Background: an optimization exercise with open tools, aiming at small area. Do not read the settings as production practice. The RTL was checked by simulation tests, not by an equivalence proof against the original design.

==> v32: inputs <==
==> flow/design.v <==
package motion_pkg;
    typedef logic [32-1:0] word_t;
    typedef logic [4-1:0] reg_adr_t;
    typedef logic signed [32-1:0] velocity_t;
    typedef logic [32-1:0] phase_t;
    typedef logic signed [32-1:0] position_t;
    function automatic word_t dec(input word_t a);
        logic b;
        b = 1'b1;
        for (int i = 0; i < 32; i++) begin
            dec[i] = a[i] ^ b;
            b      = b & ~a[i];
        end
    endfunction
    function automatic word_t inc(input word_t a);
        logic c;
        c = 1'b1;
        for (int i = 0; i < 32; i++) begin
            inc[i] = a[i] ^ c;
            c      = c & a[i];
        end
    endfunction
    function automatic word_t incdec(input word_t a, input logic dn);
        logic c;
        c = 1'b1;
        for (int i = 0; i < 32; i++) begin
            incdec[i] = a[i] ^ c;
            c         = c & (a[i] ^ dn);
        end
    endfunction
    function automatic logic [32:0] add(input word_t a, input word_t b,
                                                    input logic ci);
        logic c;
        c = ci;
        for (int i = 0; i < 32; i++) begin
            add[i] = a[i] ^ b[i] ^ c;
            c      = (a[i] & b[i]) | (c & (a[i] ^ b[i]));
        end
        add[32] = c;
    endfunction
    function automatic logic [32:0] add_cs(input word_t a, input word_t b,
                                                       input logic ci);
        localparam int L = 18;
        logic  c, c0, c1;
        word_t s0, s1;
        c = ci;
        for (int i = 0; i < L; i++) begin
            add_cs[i] = a[i] ^ b[i] ^ c;
            c         = (a[i] & b[i]) | (c & (a[i] ^ b[i]));
        end
        c0 = 1'b0;
        c1 = 1'b1;
        s0 = '0;
        s1 = '0;
        for (int i = L; i < 32; i++) begin
            s0[i] = a[i] ^ b[i] ^ c0;
            c0    = (a[i] & b[i]) | (c0 & (a[i] ^ b[i]));
            s1[i] = a[i] ^ b[i] ^ c1;
            c1    = (a[i] & b[i]) | (c1 & (a[i] ^ b[i]));
        end
        for (int i = L; i < 32; i++) begin
            add_cs[i] = c ? s1[i] : s0[i];
        end
        add_cs[32] = c ? c1 : c0;
    endfunction
endpackage
`timescale 1ns/1ns
module motion_regs (
    input  logic                     clk,
    input  logic                     rst,
    input  logic                     wb_cyc,
    input  logic                     wb_stb,
    input  logic                     wb_we,
    input  motion_pkg::reg_adr_t     wb_adr,
    input  motion_pkg::word_t        wb_wdata,
    input  logic                     busy,
    input  logic                     done,
    input  logic                     abort,
    input  logic                     es_level,
    input  motion_pkg::position_t    pos0,
    input  motion_pkg::position_t    pos1,
    output motion_pkg::word_t        wb_rdata,
    output logic                     wb_ack,
    output motion_pkg::word_t        dt,
    output motion_pkg::word_t        steps,
    output motion_pkg::velocity_t    vel0,
    output motion_pkg::velocity_t    vel1,
    output motion_pkg::word_t        pulse_n,
    output logic                     start,
    output logic                     abort_en,
    output logic                     es_pol,
    output logic                     irq,
    output logic [2-1:0]  ctrl_inv,
    output logic [2-1:0]  axis_en
);
    motion_pkg::word_t ctrl;
    motion_pkg::word_t wdata;
    logic [3:0]        st_q;         
    logic              done_st;
    logic              aborted_st;
    logic              req;
    logic              wr_en;
    assign req   = wb_cyc & wb_stb & ~wb_ack;
    assign wr_en = wb_cyc & wb_stb & wb_we & wb_ack;  
    assign wdata = wb_wdata & {32{~rst}};
    logic [15:0] sel;
    always_comb begin
        sel = '0;
        sel[wb_adr] = 1'b1;
    end
    assign wb_rdata = ({32{sel[4'd0]}}   & ctrl)
                    | ({32{sel[4'd1]}}     & dt)
                    | ({32{sel[4'd2]}}  & steps)
                    | ({32{sel[4'd3]}}   & vel0)
                    | ({32{sel[4'd4]}}   & vel1)
                    | ({32{sel[4'd5]}}  & pulse_n)
                    | ({32{sel[4'd6]}} & {28'd0, st_q})
                    | ({32{sel[4'd7]}}   & pos0)
                    | ({32{sel[4'd8]}}   & pos1);
    always_ff @(posedge clk) begin
        st_q <= {es_level, aborted_st, done_st, busy};
    end
    always_ff @(posedge clk) begin
        wb_ack <= req & ~rst;
        start  <= wr_en & (wb_adr == 4'd9) & ~rst;
    end
    always_ff @(posedge clk) begin
        if (rst | (wr_en & (wb_adr == 4'd0)))  ctrl    <= wdata;
        if (rst | (wr_en & (wb_adr == 4'd1)))    dt      <= wdata;
        if (rst | (wr_en & (wb_adr == 4'd2))) steps   <= wdata;
        if (rst | (wr_en & (wb_adr == 4'd3)))  vel0    <= wdata;
        if (rst | (wr_en & (wb_adr == 4'd4)))  vel1    <= wdata;
        if (rst | (wr_en & (wb_adr == 4'd5))) pulse_n <= wdata;
    end
    always_ff @(posedge clk) begin
        if (rst) begin
            done_st    <= 1'b0;
            aborted_st <= 1'b0;
        end else begin
            if (wr_en && (wb_adr == 4'd6)) begin
                done_st    <= 1'b0;
                aborted_st <= 1'b0;
            end
            if (done) done_st <= 1'b1;
            if (abort && busy) aborted_st <= 1'b1;
        end
    end
    assign irq      = done_st | aborted_st;
    assign axis_en  = {ctrl[1], ctrl[0]};
    assign ctrl_inv = {ctrl[3], ctrl[2]};
    assign abort_en = ctrl[4];
    assign es_pol   = ctrl[5];
endmodule
`timescale 1ns/1ns
module step_tick_gen (
    input  logic               clk,
    input  logic               rst,
    input  logic               start,
    input  logic               abort,
    input  motion_pkg::word_t  dt,
    input  motion_pkg::word_t  steps,
    output logic               tick,
    output logic               busy,
    output logic               done
);
    motion_pkg::word_t dt_q;       
    motion_pkg::word_t cnt_n;      
    motion_pkg::word_t remain_n;   
    logic              launch;
    logic              more;
    logic              fire;
    assign launch = start & ~busy & ~done;
    assign more   = ~&remain_n;
    assign fire   = busy & ~abort & more & (&cnt_n[31:1]);
    always_ff @(posedge clk) begin
        if (rst) begin
            busy <= 1'b0;
            done <= 1'b0;
            tick <= 1'b0;
        end else begin
            busy <= launch | (busy & ~abort & more);
            done <= busy & ~abort & ~more;
            tick <= fire;
        end
    end
    always_ff @(posedge clk) begin
        if (launch) begin
            dt_q     <= dt;
            remain_n <= ~steps;
        end else if (fire) begin
            remain_n <= motion_pkg::inc(remain_n);
        end
        if (launch)    cnt_n <= ~dt;
        else if (fire) cnt_n <= ~dt_q;
        else           cnt_n <= motion_pkg::inc(cnt_n);
    end
endmodule
`timescale 1ns/1ns
module axis_rate_gen (
    input  logic                   clk,
    input  logic                   rst,
    input  logic                   start,
    input  logic                   tick,
    input  logic                   enable,
    input  logic                   invert,
    input  motion_pkg::velocity_t  vel,
    output logic                   step_req,
    output logic                   step_dir,
    output motion_pkg::position_t  pos
);
    localparam int LO = 16;
    localparam int HI = 32 - LO;
    logic [LO-1:0]      ph_lo;
    logic [HI-1:0]      ph_hi;
    logic               ph_k;
    motion_pkg::phase_t mag;         
    logic [LO-1:0]      s_lo;
    logic [HI-1:0]      s_hi;
    logic               c_lo;
    logic               c_hi;
    logic               c;
    logic               wrap;        
    logic               neg;
    logic               neg_q;
    assign neg = vel[31];
    assign mag = vel ^ {32{neg}};
    always_comb begin
        c = neg;
        for (int i = 0; i < LO; i++) begin
            s_lo[i] = ph_lo[i] ^ mag[i] ^ c;
            c       = (ph_lo[i] & mag[i]) | (c & (ph_lo[i] ^ mag[i]));
        end
        c_lo = c;
        c = ph_k;
        for (int i = 0; i < HI; i++) begin
            s_hi[i] = ph_hi[i] ^ mag[LO+i] ^ c;
            c       = (ph_hi[i] & mag[LO+i]) | (c & (ph_hi[i] ^ mag[LO+i]));
        end
        c_hi = c;
        wrap = c_lo & (&s_hi);
    end
    always_ff @(posedge clk) begin
        if (start) begin
            ph_lo <= '0;
            ph_hi <= '0;
            ph_k  <= 1'b0;
        end else if (tick && enable) begin
            ph_lo <= s_lo;
            ph_hi <= wrap ? '0 : s_hi;
            ph_k  <= c_lo & ~wrap;
        end
        step_req <= tick & enable & ~start & (c_hi | wrap) & ~rst;
        step_dir <= ~neg ^ invert;   
        neg_q    <= neg;
    end
    always_ff @(posedge clk) begin
        if (rst)           pos <= '0;
        else if (step_req) pos <= motion_pkg::incdec(pos, neg_q);
    end
endmodule
`timescale 1ns/1ns
module step_pulse_gen (
    input  logic               clk,
    input  logic               rst,
    input  logic               step_req,
    input  logic               step_dir,
    input  motion_pkg::word_t  pulse_n,
    output logic               step,
    output logic               dir
);
    logic              setup1;   
    logic              setup2;   
    motion_pkg::word_t cnt_n;    
    always_ff @(posedge clk) begin
        if (rst) begin
            setup1 <= 1'b0;
            setup2 <= 1'b0;
            step   <= 1'b0;
            dir    <= 1'b0;
        end else begin
            setup1 <= step_req;
            setup2 <= setup1 & ~step_req;
            if (step_req) dir <= step_dir;
            if (!step_req) begin
                if (setup2)                                 step <= 1'b1;
                else if (!setup1 && (&cnt_n[31:1]))      step <= 1'b0;
            end
        end
    end
    always_ff @(posedge clk) begin
        if (setup2) cnt_n <= ~pulse_n;
        else        cnt_n <= motion_pkg::inc(cnt_n);
    end
endmodule
`timescale 1ns/1ns
module endstop_guard (
    input  logic  clk,
    input  logic  rst,
    input  logic  endstop,
    input  logic  es_pol,
    input  logic  abort_en,
    output logic  es_level,
    output logic  abort
);
    logic       sync_a;
    logic       sync_b;
    logic [1:0] db_cnt;    
    always_ff @(posedge clk) begin
        if (rst) begin
            sync_a <= 1'b0;
            sync_b <= 1'b0;
        end else begin
            sync_a <= endstop;
            sync_b <= sync_a;
        end
    end
    always_ff @(posedge clk) begin
        if (rst) begin
            es_level <= 1'b0;
        end else if (sync_b != es_level && db_cnt == 2'(4 - 1)) begin
            es_level <= sync_b;
        end
    end
    always_ff @(posedge clk) begin
        if (rst || sync_b == es_level) db_cnt <= '0;
        else                           db_cnt <= db_cnt + 1'b1;
    end
    assign abort = abort_en & (es_level == es_pol);
endmodule
`timescale 1ns/1ns
module motion_top (
    input  logic                     clk,
    input  logic                     rst,
    input  logic                     wb_cyc,
    input  logic                     wb_stb,
    input  logic                     wb_we,
    input  motion_pkg::reg_adr_t     wb_adr,
    input  motion_pkg::word_t        wb_wdata,
    output motion_pkg::word_t        wb_rdata,
    output logic                     wb_ack,
    input  logic                     endstop,
    output logic [2-1:0]  mot_step,
    output logic [2-1:0]  mot_dir,
    output logic [2-1:0]  mot_enable,
    output logic                     irq
);
    motion_pkg::word_t      dt;
    motion_pkg::word_t      steps;
    motion_pkg::word_t      pulse_n;
    motion_pkg::velocity_t  vel0;
    motion_pkg::velocity_t  vel1;
    motion_pkg::position_t  pos0;
    motion_pkg::position_t  pos1;
    logic                   start;
    logic                   tick;
    logic                   busy;
    logic                   done;
    logic                   abort;
    logic                   abort_en;
    logic                   es_pol;
    logic                   es_level;
    logic [2-1:0] ctrl_inv;
    logic [2-1:0] axis_en;
    logic [2-1:0] step_req;
    logic [2-1:0] step_dir;
    assign mot_enable = ~axis_en;    
    motion_regs i_motion_regs (
        .clk(clk), .rst(rst),
        .wb_cyc(wb_cyc), .wb_stb(wb_stb), .wb_we(wb_we),
        .wb_adr(wb_adr), .wb_wdata(wb_wdata),
        .busy(busy), .done(done), .abort(abort), .es_level(es_level),
        .pos0(pos0), .pos1(pos1),
        .wb_rdata(wb_rdata), .wb_ack(wb_ack),
        .dt(dt), .steps(steps), .vel0(vel0), .vel1(vel1), .pulse_n(pulse_n),
        .start(start), .abort_en(abort_en), .es_pol(es_pol), .irq(irq),
        .ctrl_inv(ctrl_inv), .axis_en(axis_en)
    );
    step_tick_gen i_step_tick_gen (
        .clk(clk), .rst(rst), .start(start), .abort(abort),
        .dt(dt), .steps(steps),
        .tick(tick), .busy(busy), .done(done)
    );
    endstop_guard i_endstop_guard (
        .clk(clk), .rst(rst), .endstop(endstop), .es_pol(es_pol),
        .abort_en(abort_en), .es_level(es_level), .abort(abort)
    );
    axis_rate_gen i_axis_rate_gen_0 (
        .clk(clk), .rst(rst), .start(start), .tick(tick),
        .enable(axis_en[0]), .invert(ctrl_inv[0]), .vel(vel0),
        .step_req(step_req[0]), .step_dir(step_dir[0]), .pos(pos0)
    );
    axis_rate_gen i_axis_rate_gen_1 (
        .clk(clk), .rst(rst), .start(start), .tick(tick),
        .enable(axis_en[1]), .invert(ctrl_inv[1]), .vel(vel1),
        .step_req(step_req[1]), .step_dir(step_dir[1]), .pos(pos1)
    );
    step_pulse_gen i_step_pulse_gen_0 (
        .clk(clk), .rst(rst), .step_req(step_req[0]), .step_dir(step_dir[0]),
        .pulse_n(pulse_n), .step(mot_step[0]), .dir(mot_dir[0])
    );
    step_pulse_gen i_step_pulse_gen_1 (
        .clk(clk), .rst(rst), .step_req(step_req[1]), .step_dir(step_dir[1]),
        .pulse_n(pulse_n), .step(mot_step[1]), .dir(mot_dir[1])
    );
endmodule
==> flow/flow/run.sh <==
#!/bin/bash
# Layout flow: the standard synthesis and ORFS steps, with smaller port
# buffers and a clock tree built from fewer, larger buffers without dummy loads.
set -euo pipefail

bash standard.sh synth > synth.log 2>&1

CTS="-sink_clustering_enable -repair_clock_nets -dont_use_dummy_load"
CTS="$CTS -buf_list {sky130_fd_sc_hd__clkbuf_8 sky130_fd_sc_hd__clkbuf_16}"
CTS="$CTS -sink_clustering_size 24 -sink_clustering_max_diameter 60"

bash standard.sh \
    "BUFFER_PORTS_ARGS=-buffer_cell sky130_fd_sc_hd__buf_1" \
    "CTS_ARGS=$CTS" \
    finish > layout.log 2>&1
==> flow/standard.sh <==
#!/bin/bash
# synth_recipe.tcl (not shown) runs the flow's synth.tcl, then flattens the netlist and writes it again
# the make line also repeats each setting of config.mk as NAME=value (left out here)
make -C /OpenROAD-flow-scripts/flow DESIGN_CONFIG=/design/flow/config.mk WORK_HOME=/design/flow/orfs CLKGATE_MAP_FILE= SYNTH_SCRIPT=/design/flow/synth_recipe.tcl "${@:-finish}"
==> flow/config.mk <==
export PLATFORM = sky130hd
export DESIGN_NAME = motion_top
export DESIGN_NICKNAME = motion_top
export VERILOG_FILES = /design/flow/design.v
export SDC_FILE = /design/flow/constraint.sdc
export NUM_CORES = 4
export LEC_CHECK = 0
export CAP_MARGIN = 20
export CORE_MARGIN = 2
export CORE_UTILIZATION = 40
export SLEW_MARGIN = 20
==> flow/constraint.sdc <==
create_clock -name core_clock -period 10.0 [get_ports {clk}]
set_input_delay 2.0000 -clock core_clock [delete_from_list [all_inputs] [get_ports {clk}]]
set_output_delay 2.0000 -clock core_clock [all_outputs]
set_load 0.01 [all_outputs]
==> inputs of v22, as changes to v32 <==
--- a/flow/design.v
+++ b/flow/design.v
@@ -12,17 +12,17 @@
             b      = b & ~a[i];
         end
     endfunction
-    function automatic word_t inc(input word_t a);
+    function automatic word_t inc(input word_t a, input logic ci);
         logic c;
-        c = 1'b1;
+        c = ci;
         for (int i = 0; i < 32; i++) begin
             inc[i] = a[i] ^ c;
             c      = c & a[i];
         end
     endfunction
-    function automatic word_t incdec(input word_t a, input logic dn);
+    function automatic word_t incdec(input word_t a, input logic dn, input logic ci);
         logic c;
-        c = 1'b1;
+        c = ci;
         for (int i = 0; i < 32; i++) begin
             incdec[i] = a[i] ^ c;
             c         = c & (a[i] ^ dn);
@@ -95,42 +95,54 @@
 );
     motion_pkg::word_t ctrl;
     motion_pkg::word_t wdata;
+    logic [7:0]        sel_q;        
     logic [3:0]        st_q;         
     logic              done_st;
     logic              aborted_st;
     logic              req;
     logic              wr_en;
+    localparam int S_CTRL  = 0;
+    localparam int S_DT    = 1;
+    localparam int S_STEPS = 2;
+    localparam int S_VEL0  = 3;
+    localparam int S_VEL1  = 4;
+    localparam int S_PULSE = 5;
+    localparam int S_POS0  = 6;
+    localparam int S_POS1  = 7;
     assign req   = wb_cyc & wb_stb & ~wb_ack;
     assign wr_en = wb_cyc & wb_stb & wb_we & wb_ack;  
     assign wdata = wb_wdata & {32{~rst}};
-    logic [15:0] sel;
-    always_comb begin
-        sel = '0;
-        sel[wb_adr] = 1'b1;
-    end
-    assign wb_rdata = ({32{sel[4'd0]}}   & ctrl)
-                    | ({32{sel[4'd1]}}     & dt)
-                    | ({32{sel[4'd2]}}  & steps)
-                    | ({32{sel[4'd3]}}   & vel0)
-                    | ({32{sel[4'd4]}}   & vel1)
-                    | ({32{sel[4'd5]}}  & pulse_n)
-                    | ({32{sel[4'd6]}} & {28'd0, st_q})
-                    | ({32{sel[4'd7]}}   & pos0)
-                    | ({32{sel[4'd8]}}   & pos1);
     always_ff @(posedge clk) begin
-        st_q <= {es_level, aborted_st, done_st, busy};
-    end
+        sel_q[S_CTRL]  <= (wb_adr == 4'd0);
+        sel_q[S_DT]    <= (wb_adr == 4'd1);
+        sel_q[S_STEPS] <= (wb_adr == 4'd2);
+        sel_q[S_VEL0]  <= (wb_adr == 4'd3);
+        sel_q[S_VEL1]  <= (wb_adr == 4'd4);
+        sel_q[S_PULSE] <= (wb_adr == 4'd5);
+        sel_q[S_POS0]  <= (wb_adr == 4'd7);
+        sel_q[S_POS1]  <= (wb_adr == 4'd8);
+        st_q <= {es_level, aborted_st, done_st, busy} & {4{wb_adr == 4'd6}};
+    end
+    assign wb_rdata = ({32{sel_q[S_CTRL]}}  & ctrl)
+                    | ({32{sel_q[S_DT]}}    & dt)
+                    | ({32{sel_q[S_STEPS]}} & steps)
+                    | ({32{sel_q[S_VEL0]}}  & vel0)
+                    | ({32{sel_q[S_VEL1]}}  & vel1)
+                    | ({32{sel_q[S_PULSE]}} & pulse_n)
+                    | ({32{sel_q[S_POS0]}}  & pos0)
+                    | ({32{sel_q[S_POS1]}}  & pos1)
+                    | {28'd0, st_q};
     always_ff @(posedge clk) begin
         wb_ack <= req & ~rst;
         start  <= wr_en & (wb_adr == 4'd9) & ~rst;
     end
     always_ff @(posedge clk) begin
-        if (rst | (wr_en & (wb_adr == 4'd0)))  ctrl    <= wdata;
-        if (rst | (wr_en & (wb_adr == 4'd1)))    dt      <= wdata;
-        if (rst | (wr_en & (wb_adr == 4'd2))) steps   <= wdata;
-        if (rst | (wr_en & (wb_adr == 4'd3)))  vel0    <= wdata;
-        if (rst | (wr_en & (wb_adr == 4'd4)))  vel1    <= wdata;
-        if (rst | (wr_en & (wb_adr == 4'd5))) pulse_n <= wdata;
+        if (rst | (wr_en & sel_q[S_CTRL]))  ctrl    <= wdata;
+        if (rst | (wr_en & sel_q[S_DT]))    dt      <= wdata;
+        if (rst | (wr_en & sel_q[S_STEPS])) steps   <= wdata;
+        if (rst | (wr_en & sel_q[S_VEL0]))  vel0    <= wdata;
+        if (rst | (wr_en & sel_q[S_VEL1]))  vel1    <= wdata;
+        if (rst | (wr_en & sel_q[S_PULSE])) pulse_n <= wdata;
     end
     always_ff @(posedge clk) begin
         if (rst) begin
@@ -169,30 +181,30 @@
     logic              launch;
     logic              more;
     logic              fire;
+    logic              hold;
     assign launch = start & ~busy & ~done;
     assign more   = ~&remain_n;
     assign fire   = busy & ~abort & more & (&cnt_n[31:1]);
+    assign hold   = busy & ~abort & more;    
     always_ff @(posedge clk) begin
         if (rst) begin
             busy <= 1'b0;
             done <= 1'b0;
             tick <= 1'b0;
         end else begin
-            busy <= launch | (busy & ~abort & more);
+            busy <= launch | hold;
             done <= busy & ~abort & ~more;
             tick <= fire;
         end
     end
     always_ff @(posedge clk) begin
-        if (launch) begin
-            dt_q     <= dt;
-            remain_n <= ~steps;
-        end else if (fire) begin
-            remain_n <= motion_pkg::inc(remain_n);
-        end
-        if (launch)    cnt_n <= ~dt;
-        else if (fire) cnt_n <= ~dt_q;
-        else           cnt_n <= motion_pkg::inc(cnt_n);
+        if (!hold) dt_q <= dt;
+    end
+    always_ff @(posedge clk) begin
+        if (launch) remain_n <= ~steps;
+        else        remain_n <= motion_pkg::inc(remain_n, fire);
+        if (launch | fire) cnt_n <= ~dt_q;
+        else               cnt_n <= motion_pkg::inc(cnt_n, 1'b1);
     end
 endmodule
 `timescale 1ns/1ns
@@ -223,9 +235,9 @@
     logic               neg;
     logic               neg_q;
     assign neg = vel[31];
-    assign mag = vel ^ {32{neg}};
+    assign mag = (vel ^ {32{neg}}) & {32{tick & enable}};
     always_comb begin
-        c = neg;
+        c = neg & tick & enable;
         for (int i = 0; i < LO; i++) begin
             s_lo[i] = ph_lo[i] ^ mag[i] ^ c;
             c       = (ph_lo[i] & mag[i]) | (c & (ph_lo[i] ^ mag[i]));
@@ -244,7 +256,7 @@
             ph_lo <= '0;
             ph_hi <= '0;
             ph_k  <= 1'b0;
-        end else if (tick && enable) begin
+        end else begin
             ph_lo <= s_lo;
             ph_hi <= wrap ? '0 : s_hi;
             ph_k  <= c_lo & ~wrap;
@@ -254,8 +266,8 @@
         neg_q    <= neg;
     end
     always_ff @(posedge clk) begin
-        if (rst)           pos <= '0;
-        else if (step_req) pos <= motion_pkg::incdec(pos, neg_q);
+        if (rst) pos <= '0;
+        else     pos <= motion_pkg::incdec(pos, neg_q, step_req);
     end
 endmodule
 `timescale 1ns/1ns
@@ -270,7 +282,7 @@
 );
     logic              setup1;   
     logic              setup2;   
-    motion_pkg::word_t cnt_n;    
+    motion_pkg::word_t cnt;      
     always_ff @(posedge clk) begin
         if (rst) begin
             setup1 <= 1'b0;
@@ -283,13 +295,13 @@
             if (step_req) dir <= step_dir;
             if (!step_req) begin
                 if (setup2)                                 step <= 1'b1;
-                else if (!setup1 && (&cnt_n[31:1]))      step <= 1'b0;
+                else if (!setup1 && (cnt[31:1] == '0)) step <= 1'b0;
             end
         end
     end
     always_ff @(posedge clk) begin
-        if (setup2) cnt_n <= ~pulse_n;
-        else        cnt_n <= motion_pkg::inc(cnt_n);
+        if (setup2) cnt <= pulse_n;
+        else        cnt <= motion_pkg::dec(cnt);
     end
 endmodule
 `timescale 1ns/1ns
==> flow/flow/run.sh (replaced) <==
#!/bin/bash
# Layout flow: the standard synthesis, then the standard ORFS steps with
# one-cell (buf_1) port buffers and a clock tree of clkbuf_8 leaves without
# dummy loads. Each step's full output goes to a log file in this folder
# (and ORFS's own per-stage logs under orfs/logs).
set -euo pipefail

bash standard.sh synth > synth.log 2>&1

CTS="-sink_clustering_enable -repair_clock_nets -dont_use_dummy_load"
CTS="$CTS -buf_list {sky130_fd_sc_hd__clkbuf_8}"
CTS="$CTS -sink_clustering_size 16 -sink_clustering_max_diameter 50"

bash standard.sh \
    "BUFFER_PORTS_ARGS=-buffer_cell sky130_fd_sc_hd__buf_1" \
    "CTS_ARGS=$CTS" \
    finish > layout.log 2>&1
==> flow/config.mk (replaced) <==
export PLATFORM = sky130hd
export DESIGN_NAME = motion_top
export DESIGN_NICKNAME = motion_top
export VERILOG_FILES = /design/flow/design.v
export SDC_FILE = /design/flow/constraint.sdc
export NUM_CORES = 4
export LEC_CHECK = 0
export ABC_AREA = 1
export CAP_MARGIN = 0
export CORE_MARGIN = 2
export CORE_UTILIZATION = 75
export PLACE_DENSITY = 0.85
export SLEW_MARGIN = 0
==> run notes <==
status finished clean; detailed placer's ending HPWL 43400 um; register area share after synthesis 54.9%; Hold WS 0.410 ns; Synth Area in XOR/XNOR 1.25%; worst setup margin 0.881 ns; minimum clock period after layout 9.12 ns; inverters 290; number of flops mapped to enable cells by yosys 224; Clock Skew 0.0465 ns
The numbers above come from v22.

==> run notes <==
Clock Skew 0.0526 ns; worst setup margin 1.17 ns; detailed placer's ending HPWL 55200 um; worst-path cell chain xor2_1, fa_1, fa_1, fa_1, fa_1, fa_1, fa_1, fa_1, fa_1, fa_1, fa_1, fa_1, fa_1, fa_1, inv_1, fa_1, inv_1, fa_1, ha_1, nand4_1, nor4_1, nand2_1, a22oi_1, nor2_1; Synth top cells by count dfxtp_1 (256), edfxtp_1 (256), a21oi_1 (140), clkbuf_1 (137), nand2_1 (135); TAP cells 837; number of flops mapped to enable cells by yosys 256; minimum clock period after layout 8.83 ns; GRT Overall Usage 23.5%; H-tree lvl count 2; inverters 61; status finished clean; register area share after synthesis 51.2%; Synth Area in XOR/XNOR 4.13%
The numbers above come from v32.

[what the ideal ports hide]
How much do the figures lean on ideal ports? The routed layouts below were timed once more, with nothing changed but the port constraints. Step 1 assumes that a clkbuf_16 drives the clock port and a buf_2 every other input. Step 2 moves the port delays by t, midway between the first and last clock arrival at a register: inputs arrive t later, outputs are due t later. That takes back most of the time a late clock gives input paths. Three values: no drivers, after step 1, after step 2; two values: the first two.
| run | t (ns) | slack for setup (ns) | worst setup path at the end | worst slew at a driven data input, ns |
|---|---|---|---|---|
| v32 | 0.633 | 1.166 / 1.166 / 1.166 | register to register | 0.04 |
| v22 | 0.629 | 0.881 / 0.881 / 0.881 | register to register | 0.05 |
After both steps every run listed still meets setup and hold.
